This design comes from an exercise in tuning for small area on the open sky130 flow, not from production work.
Only simulation tests tie the RTL to the original design; equivalence was not proved.
Power and IR drop assume default switching activity.

`constraint.sdc`:
```
create_clock -name core_clock -period 4.5 [get_ports {CLK}]
set_input_delay 0.9000 -clock core_clock [delete_from_list [all_inputs] [get_ports {CLK}]]
set_output_delay 0.9000 -clock core_clock [all_outputs]
set_load 0.01 [all_outputs]
```
`run.sh`:
```
#!/bin/bash
# synth_recipe.tcl (not shown) runs the flow's synth.tcl, then flattens the netlist and writes it again
# the make line also repeats each setting of config.mk as NAME=value (left out here)
make -C /OpenROAD-flow-scripts/flow DESIGN_CONFIG=/design/flow/config.mk WORK_HOME=/design/flow/orfs CLKGATE_MAP_FILE= SYNTH_SCRIPT=/design/flow/synth_recipe.tcl finish
```
`config.mk`:
```
export PLATFORM = sky130hd
export DESIGN_NAME = scm_65
export DESIGN_NICKNAME = scm_65
export VERILOG_FILES = /design/flow/design.v
export SDC_FILE = /design/flow/constraint.sdc
export NUM_CORES = 4
export LEC_CHECK = 0
export CAP_MARGIN = 20
export CORE_MARGIN = 2
export CORE_UTILIZATION = 40
export SLEW_MARGIN = 20
```
`design.v`:
```
`default_nettype none
package scm_pkg;
  localparam int SCM_ADDR_WIDTH = 6;
  localparam int SCM_DATA_WIDTH = 64;
  localparam int NUM_ROWS       = 2 ** SCM_ADDR_WIDTH;
endpackage
`default_nettype wire
`default_nettype none
module scm_row_en (
  input  logic EN,
  input  logic TE,
  output logic WEN
);
  assign WEN = EN | TE;
endmodule
`default_nettype wire
`default_nettype none
module scm_65 #(
  parameter int ADDR_WIDTH = scm_pkg::SCM_ADDR_WIDTH,
  parameter int DATA_WIDTH = scm_pkg::SCM_DATA_WIDTH
) (
  input  logic                  CLK,
  input  logic                  RST_N,
  input  logic [DATA_WIDTH-1:0] DIN,
  input  logic [ADDR_WIDTH-1:0] RADDR,
  input  logic                  RE,
  input  logic                  SE,
  input  logic [ADDR_WIDTH-1:0] WADDR,
  input  logic                  WE,
  output logic [DATA_WIDTH-1:0] DOUT
);
  localparam int ROWS = 2 ** ADDR_WIDTH;
  logic [DATA_WIDTH-1:0]           r_din;
  logic [ADDR_WIDTH-1:0]           r_waddr;
  logic                            r_we;
  logic                            r_se;
  logic [DATA_WIDTH-1:0]           r_dout;
  logic [ROWS-1:0][DATA_WIDTH-1:0] w_rows;
  logic                            w_fwd;
  logic [DATA_WIDTH-1:0]           w_rd_data;
  always_ff @(posedge CLK or negedge RST_N) begin
    if (!RST_N) begin
      r_din   <= '0;
      r_waddr <= '0;
      r_we    <= 1'b0;
      r_se    <= 1'b0;
    end else begin
      r_we <= WE;
      r_se <= SE;
      if (WE || SE) begin
        r_din   <= DIN;
        r_waddr <= WADDR;
      end
    end
  end
  generate
    for (genvar i = 0; i < ROWS; i++) begin : g_row
      logic                  w_en;
      logic [DATA_WIDTH-1:0] r_row;
      scm_row_en u_en (
        .EN   (r_we && (r_waddr == ADDR_WIDTH'(i))),
        .TE   (r_se),
        .WEN  (w_en)
      );
      always_ff @(posedge CLK) begin
        if (w_en) r_row <= r_din;
      end
      assign w_rows[i] = r_row;
    end
  endgenerate
  assign w_fwd     = r_se || (r_we && (r_waddr == RADDR));
  assign w_rd_data = w_fwd ? r_din : w_rows[RADDR];
  always_ff @(posedge CLK or negedge RST_N) begin
    if (!RST_N) begin
      r_dout <= '0;
    end else if (RE) begin
      r_dout <= w_rd_data;
    end
  end
  assign DOUT = r_dout;
endmodule
`default_nettype wire
```
==> metrics.yaml, run 1 <==
wire_per_inst_um: 36.83
cts_tree: "built"
gp_congestion: 0.7879
synth_cells: 6886
io_buffers: 144
dr_total_vias: 80730
grt.total_usage_pct: 23.34
ys_ff_latch: 4232
grt_use_met2_pct: 37.88
layout.nets: 7496
cts_buffers: 412
start_util_pct: 40.08
die_h_um: 636.0
setup_viol: 0
ys_seq_area_share_pct: 79.13
die_area_um2: 404400
ant_nets: 0
async_flop_share_pct: 3.214
critPathLaunchType: "flip-flop"
critical_path.slowest_cell: "o21bai_4"
via_per_inst: 6.193
p_per_area_nw_per_um2: 486.2
setup_ws_ns: 1.150
drv_cap: 0
finalHoldViolCount: 0
synth_top_area_share_pct: 77.00
layout_common_cells: "edfxtp_1 (4096), mux4_2 (1024), a22oi_1 (512)"
stdcell_area_um2: 184600
slew_headroom_pct: 20.48
clkTransAtPathRegs_ns: 0.07
post-route-util_pct: 46.32
met3_usage_pct: 3.702
ys_types: 35
clk_latency_ns: 0.99
chipWidth_um: 636.0
synth.cell_area_um2: 159700
cp_top_family: "compound AO/OA/AOI/OAI gates"
cp.required_ns: 5.09
clock_path_buffers: 4
gr-total-overflow: 0
h-tree-depth: 5
yosys-top-cells-area: "edfxtp_1 (77%), mux4_2 (14%), a22oi_1 (2.4%)"
crit_buf_inv: 1
crit_chain: "nand4_1 > o21bai_4 > buf_4"
grt_pass1_wl_um: 659000
grt.met1_usage_pct: 32.58
synth-edff-count: 4096
core_um2: 398600
num_rows: 232
place_hpwl_um: 249400
hold_path.class: "flip-flop to flip-flop"
layout_commonest_cell: "edfxtp_1"
period_minus_slack_ns: 3.350
fmax_ghz: 0.2985
root_buffer: "clkbuf_16"
ys.flop_type: "edfxtp_1"
criticalPathCategory: "flip-flop to flip-flop"
grt_max_degree: 83
place_ws_ns: 0.7014
outcome: "finished clean"
worstSetupEndpointType: "flip-flop"
ios: 145
synth_top_area_cell: "edfxtp_1"
max_stage_delay_ns: 1.09
postSynthAreaPerCell_um2: 23.20
crit_path_max_fanout: 21
layout-drive-gt1-share_pct: 28.27
critPathArrivalTime_ns: 3.94
post-route-drc-count: 0
drtIter0Drc: 12760
timing.final.crit_share_pct: 74.45
p_leak_nw: 60.42
cts_sinks: 4232
first_global_vias: 79900
skew_ns: 0.05341
place_area_um2: 171300
ys_warn_count: 1
grt.busiest_layer: "met2"
antenna_found_initial: 15
final-max-slew-violation-count: 0
postRouteWirelength_um: 480100
worst_pin_slew_ns: 1.193
area_delta_synth_final_pct: 15.57
vdd_drop_max_uv: 335.9
rsz0062_at_grt: "no"
first_pass_iters: 6
timing repair:
action | in CTS | in global routing
hold buffers | 1 | 0
hold endpoints to repair | 44 | 0
buffers inserted | 0 | 0
resized for setup | 0 | 0
sequential cells by signal (all words and copies together) (netlist names):
register / cells
r_we: 1
g_row.r_row: 4096
r_dout: 64
r_se: 1
r_din: 64
r_waddr: 6
layout make-up:
type	instances	area [um^2]
tap	5265	6588
sequential	4232	126400
clock buffer	519	10880
multi-input combinational	2232	32070
antenna	4	10.01
timing repair buffer	537	6252
clock inverter	245	2412
fill	32370	213900
path summary, 6_finish.rpt:
check | from | endpoint | slack (ns) | cells after the start
hold / removal | r_din[43]$_DFFE_PN0P_ | r_din[43]$_DFFE_PN0P_ | 0.51 | 1
setup reg to reg | r_waddr[2]$_DFFE_PN0P_ | g_row[47].r_row[48]$_DFFE_PP_ | 1.15 | 3
max in group asynchronous | RST_N | r_se$_DFF_PN0_ | 2.87 | 3
hold reg to reg | r_din[43]$_DFFE_PN0P_ | r_din[43]$_DFFE_PN0P_ | 0.51 | 1
min in group asynchronous | RST_N | r_din[53]$_DFFE_PN0P_ | 0.55 | 2
setup / recovery | r_waddr[2]$_DFFE_PN0P_ | g_row[47].r_row[48]$_DFFE_PP_ | 1.15 | 3
cells in the mapped netlist (16+ instances only):
cell type and number:
o21bai_1 20, dfrtp_1 136, a31oi_1 64, mux4_2 1024, a21o_1 44, a22oi_1 512
buf_1 41, edfxtp_1 4096, nor2_1 72, buf_4 21, nand2_1 68, o41ai_1 35
o41ai_2 29, a21oi_1 256, mux2_2 70, buf_6 16, buf_2 109, clkbuf_1 235
per-layer routing:
layer	wire, um	vias up
li1	-	30850
met1	185500	44050
met2	231500	4975
met3	46850	856
met4	16240	0
met5	0	-
where the power goes:
part	switching, mW	internal (mW)	leakage (nW)
clock network	15.1	19.2	6.48
logic	4.83	2.78	12.2
registers	0.915	46.9	41.7
total	20.8	68.9	60.4
cells by family (layout without fill, tap and decap cells):
family,after synthesis,count (layout),synth area share [%]
compound gates,962,962,4.263
xor+xnor,6,6,0.03290
buf+inv,422,1301,1.202
flops,4232,4232,79.13
mux,1094,1094,14.93
other cells,0,4,0
simple gates,170,170,0.4449
per-stage QoR:
stage / total power, mW / instances / hold slack [ns] / TNS, ns
floorplan: 52.50 / 6886 / 0.5653 / -56.88
finish: 89.76 / 13030 / 0.5062 / 0
CTS: 90.17 / 13030 / 0.4612 / 0
global placement: 55.98 / 12270 / 0.4904 / 0
global route: 92.12 / 13030 / 0.5104 / 0
detailed placement: 56.30 / 12270 / 0.4956 / 0
==> run 2, diff against run 1 <==
==> design.v (replaced) <==
`default_nettype none
package scm_pkg;
  localparam int SCM_ADDR_WIDTH = 6;
  localparam int SCM_DATA_WIDTH = 64;
  localparam int NUM_ROWS       = 2 ** SCM_ADDR_WIDTH;
endpackage
`default_nettype wire
`default_nettype none
module scm_row_en (
  input  logic EN,
  input  logic TE,
  output logic WEN,
  output logic WEN_N
);
  assign WEN   = EN | TE;
  assign WEN_N = ~(EN | TE);
endmodule
module scm_bit_nxt (
  input  logic Q,
  input  logic D,
  input  logic WEN,
  input  logic WEN_N,
  output logic NXT
);
  assign NXT = (Q | WEN) & (D | WEN_N);
endmodule
module scm_rd3 (
  input  logic A0, S0,
  input  logic A1, S1,
  input  logic A2, S2,
  output logic Y_N
);
  assign Y_N = ~((A0 & S0) | (A1 & S1) | (A2 & S2));
endmodule
`default_nettype wire
`default_nettype none
module scm_65 #(
  parameter int ADDR_WIDTH = scm_pkg::SCM_ADDR_WIDTH,
  parameter int DATA_WIDTH = scm_pkg::SCM_DATA_WIDTH
) (
  input  logic                  CLK,
  input  logic                  RST_N,
  input  logic [DATA_WIDTH-1:0] DIN,
  input  logic [ADDR_WIDTH-1:0] RADDR,
  input  logic                  RE,
  input  logic                  SE,
  input  logic [ADDR_WIDTH-1:0] WADDR,
  input  logic                  WE,
  output logic [DATA_WIDTH-1:0] DOUT
);
  localparam int ROWS  = 2 ** ADDR_WIDTH;
  localparam int TERMS = ROWS + 1;
  localparam int GRPS  = (TERMS + 2) / 3;
  logic [DATA_WIDTH-1:0]             r_dout;
  logic [3*GRPS-1:0][DATA_WIDTH-1:0] w_term;
  logic [3*GRPS-1:0]                 w_tsel;
  logic [GRPS-1:0][DATA_WIDTH-1:0]   w_grp_n;
  logic [DATA_WIDTH-1:0]             w_rd_data;
  generate
    for (genvar i = 0; i < ROWS; i++) begin : g_row
      logic                  w_en;
      logic                  w_en_n;
      logic [DATA_WIDTH-1:0] w_nxt;
      logic [DATA_WIDTH-1:0] r_row;
      scm_row_en u_en (
        .EN    (WE && (WADDR == ADDR_WIDTH'(i))),
        .TE    (SE),
        .WEN   (w_en),
        .WEN_N (w_en_n)
      );
      for (genvar b = 0; b < DATA_WIDTH; b++) begin : g_bit
        scm_bit_nxt u_nxt (
          .Q     (r_row[b]),
          .D     (DIN[b]),
          .WEN   (w_en),
          .WEN_N (w_en_n),
          .NXT   (w_nxt[b])
        );
      end
      always_ff @(posedge CLK) begin
        r_row <= w_nxt;
      end
      assign w_term[i] = r_row;
      assign w_tsel[i] = RE && (RADDR == ADDR_WIDTH'(i));
    end
    for (genvar i = ROWS; i < 3 * GRPS; i++) begin : g_pad
      assign w_term[i] = (i == ROWS) ? r_dout : '0;
      assign w_tsel[i] = (i == ROWS) ? !RE : 1'b0;
    end
    for (genvar g = 0; g < GRPS; g++) begin : g_grp
      for (genvar b = 0; b < DATA_WIDTH; b++) begin : g_bit
        scm_rd3 u_rd (
          .A0  (w_term[3*g][b]),   .S0 (w_tsel[3*g]),
          .A1  (w_term[3*g+1][b]), .S1 (w_tsel[3*g+1]),
          .A2  (w_term[3*g+2][b]), .S2 (w_tsel[3*g+2]),
          .Y_N (w_grp_n[g][b])
        );
      end
    end
  endgenerate
  always_comb begin
    w_rd_data = '0;
    for (int g = 0; g < GRPS; g++)
      w_rd_data = w_rd_data | ~w_grp_n[g];
  end
  always_ff @(posedge CLK or negedge RST_N) begin
    if (!RST_N) r_dout <= '0;
    else        r_dout <= w_rd_data;
  end
  assign DOUT = r_dout;
endmodule
`default_nettype wire
--- a/config.mk
+++ b/config.mk
@@ -9,3 +9,4 @@
 export CORE_MARGIN = 2
 export CORE_UTILIZATION = 40
 export SLEW_MARGIN = 20
+export SYNTH_HIERARCHICAL = 1
==> run 2 against run 1 <==
The layout now fails its checks (setup timing). Hold slack got worse by 0.18 ns. Worst setup slack got worse by 1.3 ns. Clock-buffer cell count increased by 98. Global-route usage increased by 13 points. Cell count increased by 29%. Register-to-register slack improved by 0.10 ns. Routed wire length increased by 38%. Critical path depth increased by 8. Flip-flop and latch count decreased by 72. Largest cell class unchanged. Largest power group unchanged.
==> metrics.yaml, run 2 <==
outcome: "complete, but fails checks"
so_faults: "setup timing"
start_util_pct: 40.19
grt_pass1_wl_um: 912800
top_regs: "g_row.r_row (4096), r_dout (64)"
rsz0062_at_grt: "no"
crit_path_max_fanout: 37
area_delta_synth_final_pct: 22.55
grt.total_usage_pct: 36.10
timing.final.crit_share_pct: 103.1
postRouteWirelength_um: 660200
reg2reg_from: "g_row[48].r_row[26]$_DFF_P_"
die_h_um: 591.3
cts_tree: "built"
largest-register: "g_row.r_row"
yosys-top-cells-area: "dfxtp_1 (59%), o22a_1 (26%), a222oi_1 (10%)"
wire_per_inst_um: 39.35
via_per_inst: 7.463
ys_ff_latch: 4160
layout.nets: 11920
cts_buffers: 419
crit_path_start: "RADDR[2]"
place_hpwl_um: 402700
ant_nets: 0
post-route-drc-count: 0
ys_warn_count: 7
finalHoldViolCount: 0
post_cts_buffers: 0
dr_total_vias: 125200
die_area_um2: 349600
period_minus_slack_ns: 4.641
drtIter0Drc: 23800
critPathArrivalTime_ns: 5.44
postSynthAreaPerCell_um2: 13.23
grt_max_degree: 65
placed_cells: 15960
ys.flop_type: "dfxtp_1"
ios: 145
p_leak_nw: 62.92
first_pass_iters: 12
async_flop_share_pct: 1.538
antenna_found_initial: 72
finalPower_mw: 88.33
cts_sinks: 4160
core_um2: 343300
clk_latency_ns: 1.01
cp.required_ns: 5.30
synth-edff-count: 0
fmax_ghz: 0.2155
ys_types: 20
first_global_vias: 119700
clkTransAtPathRegs_ns: 0.06
io_buffers: 144
chipWidth_um: 591.3
setup_viol: 2
largest_reg_flops: 4096
clock_path_buffers: 4
synth_common_cells: "dfxtp_1 (4096), o22a_1 (4096), a222oi_1 (1408)"
min-delay-start: "DIN[12]"
drv_cap: 0
num_rows: 215
worstSetupEndpointType: "flip-flop"
stdcell_count: 16780
root_buffer: "clkbuf_16"
critPathLaunchType: "input port"
synth.cell_area_um2: 138000
gp_congestion: 0.9517
worst_pin_slew_ns: 1.336
layout-drive-gt1-share_pct: 13.60
synth_cells: 10430
slew_headroom_pct: 10.95
synth_top_area_share_pct: 59.43
ys_seq_area_share_pct: 60.59
layout_common_cells: "o22a_1 (4096), dfxtp_1 (4096), a222oi_1 (1408)"
synth_top_area_cell: "dfxtp_1"
p_per_area_nw_per_um2: 522.4
post-route-util_pct: 49.26
place_ws_ns: -0.9077
gr-total-overflow: 0
vdd_drop_max_uv: 353.6
hold_path.class: "input port to flip-flop"
criticalPathCategory: "input port to flip-flop"
final-max-slew-violation-count: 0
h-tree-depth: 5
setup_ws_ns: -0.1408
hold_ws_ns: 0.3236
skew_ns: 0.08881
==> run 2: modules after synthesis (local to each module, per instance) <==
module / cells inside / flip-flops and latches / copies in the design / area [um^2]
scm_bit_nxt: 1 / 0 / 4096 / 8.758
scm_rd3: 1 / 0 / 1408 / 10.01
scm_65: 4800 / 4160 / 1 / 87360
scm_row_en: 2 / 0 / 64 / 10.01
==> run 2: cell families (layout without fill, tap and decap cells) <==
family / after synthesis / after routing / synth area share, %
AOI/OAI and AO/OA: 5504 / 5504 / 36.22
buffers and inverters: 11 / 1636 / 0.03808
DFF: 4160 / 4160 / 60.59
other: 1 / 165 / 0.002718
and+or+nand+nor: 756 / 756 / 3.149
==> run 2: report_power, final <==
group / total (mW) / leakage (nW) / internal, mW / switching (mW)
registers: 43.0 / 35.2 / 40.6 / 2.41
clock network: 36.6 / 7.11 / 21.4 / 15.2
logic: 8.78 / 20.6 / 3.63 / 5.15
total: 88.3 / 62.9 / 65.6 / 22.7
==> run 2: per-layer routing <==
metal / vias to the layer above / wire, um / GRT usage (%)
li1: 49580 / - / -
met1: 64270 / 239300 / 44.60
met2: 9385 / 269300 / 51.45
met3: 1939 / 100100 / 14.31
met4: 44 / 51230 / 24.73
met5: - / 315 / 0.04058
==> run 2: critical path, stage by stage <==
cell and delay [ns]:
clkdlybuf4s50_1 0.79, nor2_1 0.20, nand2_1 0.22, nor2_4 0.15, buf_16 0.21, buf_12 0.21, a222oi_1 0.42, nand4_1 0.73
nor4_1 1.10, buf_4 0.32, nand4_1 0.13
==> run 2: worst paths after layout <==
kind / to / slack, ns / cells past startpoint
min: g_row[13].r_row[12]$_DFF_P_ / 0.32 / 2
max: r_dout[26]$_DFF_PN0_ / -0.14 / 11
max reg2reg: r_dout[26]$_DFF_PN0_ / 1.25 / 5
min in group asynchronous: r_dout[42]$_DFF_PN0_ / 0.52 / 2
min reg2reg: g_row[8].r_row[59]$_DFF_P_ / 0.47 / 1
max in group asynchronous: r_dout[35]$_DFF_PN0_ / 2.67 / 3
==> run 2: repair_timing <==
| action | 4_1_cts | 5_1_grt |
|---|---|---|
| gates resized for setup | 0 | 0 |
| hold buffers | 1 | 0 |
| hold endpoints to repair | 16 | 0 |
==> run 2: area by class of cell <==
type | count | area [um^2]
Sequential cell | 4160 | 83600
Antenna cell | 37 | 92.59
Multi-Input combinational cell | 6388 | 55900
Clock inverter | 152 | 2113
Fill cell | 29950 | 174200
Clock buffer | 617 | 12310
Timing Repair Buffer | 866 | 9361
Tap cell | 4557 | 5702
Inverter | 1 | 5.005
==> run 2: metrics by stage <==
stage               setup TNS [ns]  cell area (um^2)
floorplan                        0            138400
global placement            -17.28            153700
detailed placement          -8.348            154300
CTS                              0            168700
global route                     0            169000
finish                     -0.2749            169100

re-timing with driven ports:
Ports are ideal in the flow. The routed layouts listed here were re-timed in OpenROAD. Step 1, drivers: a clkbuf_16 drives CLK and a buf_2 each remaining input, both assumed. Step 2 also shifts input and output timing later by t, the mid clock arrival at the registers, as if the neighbouring blocks saw the same clock. a / b / c = ideal ports / drivers / drivers and shift; a / b = the first two.
run | t, ns | setup WS [ns] | worst setup path after step 2 | clock arrival spread, ns
run 1 | 1.074 | 1.150 / 1.150 / 0.491 | input to register | 0.065 / 0.065
run 2 | 1.099 | -0.141 / -0.050 / -1.149 | input to register | 0.110 / 0.110
For run 2, which loses most, drivers alone change the setup slack by +0.091 ns; drivers and shift together by -1.008 ns.
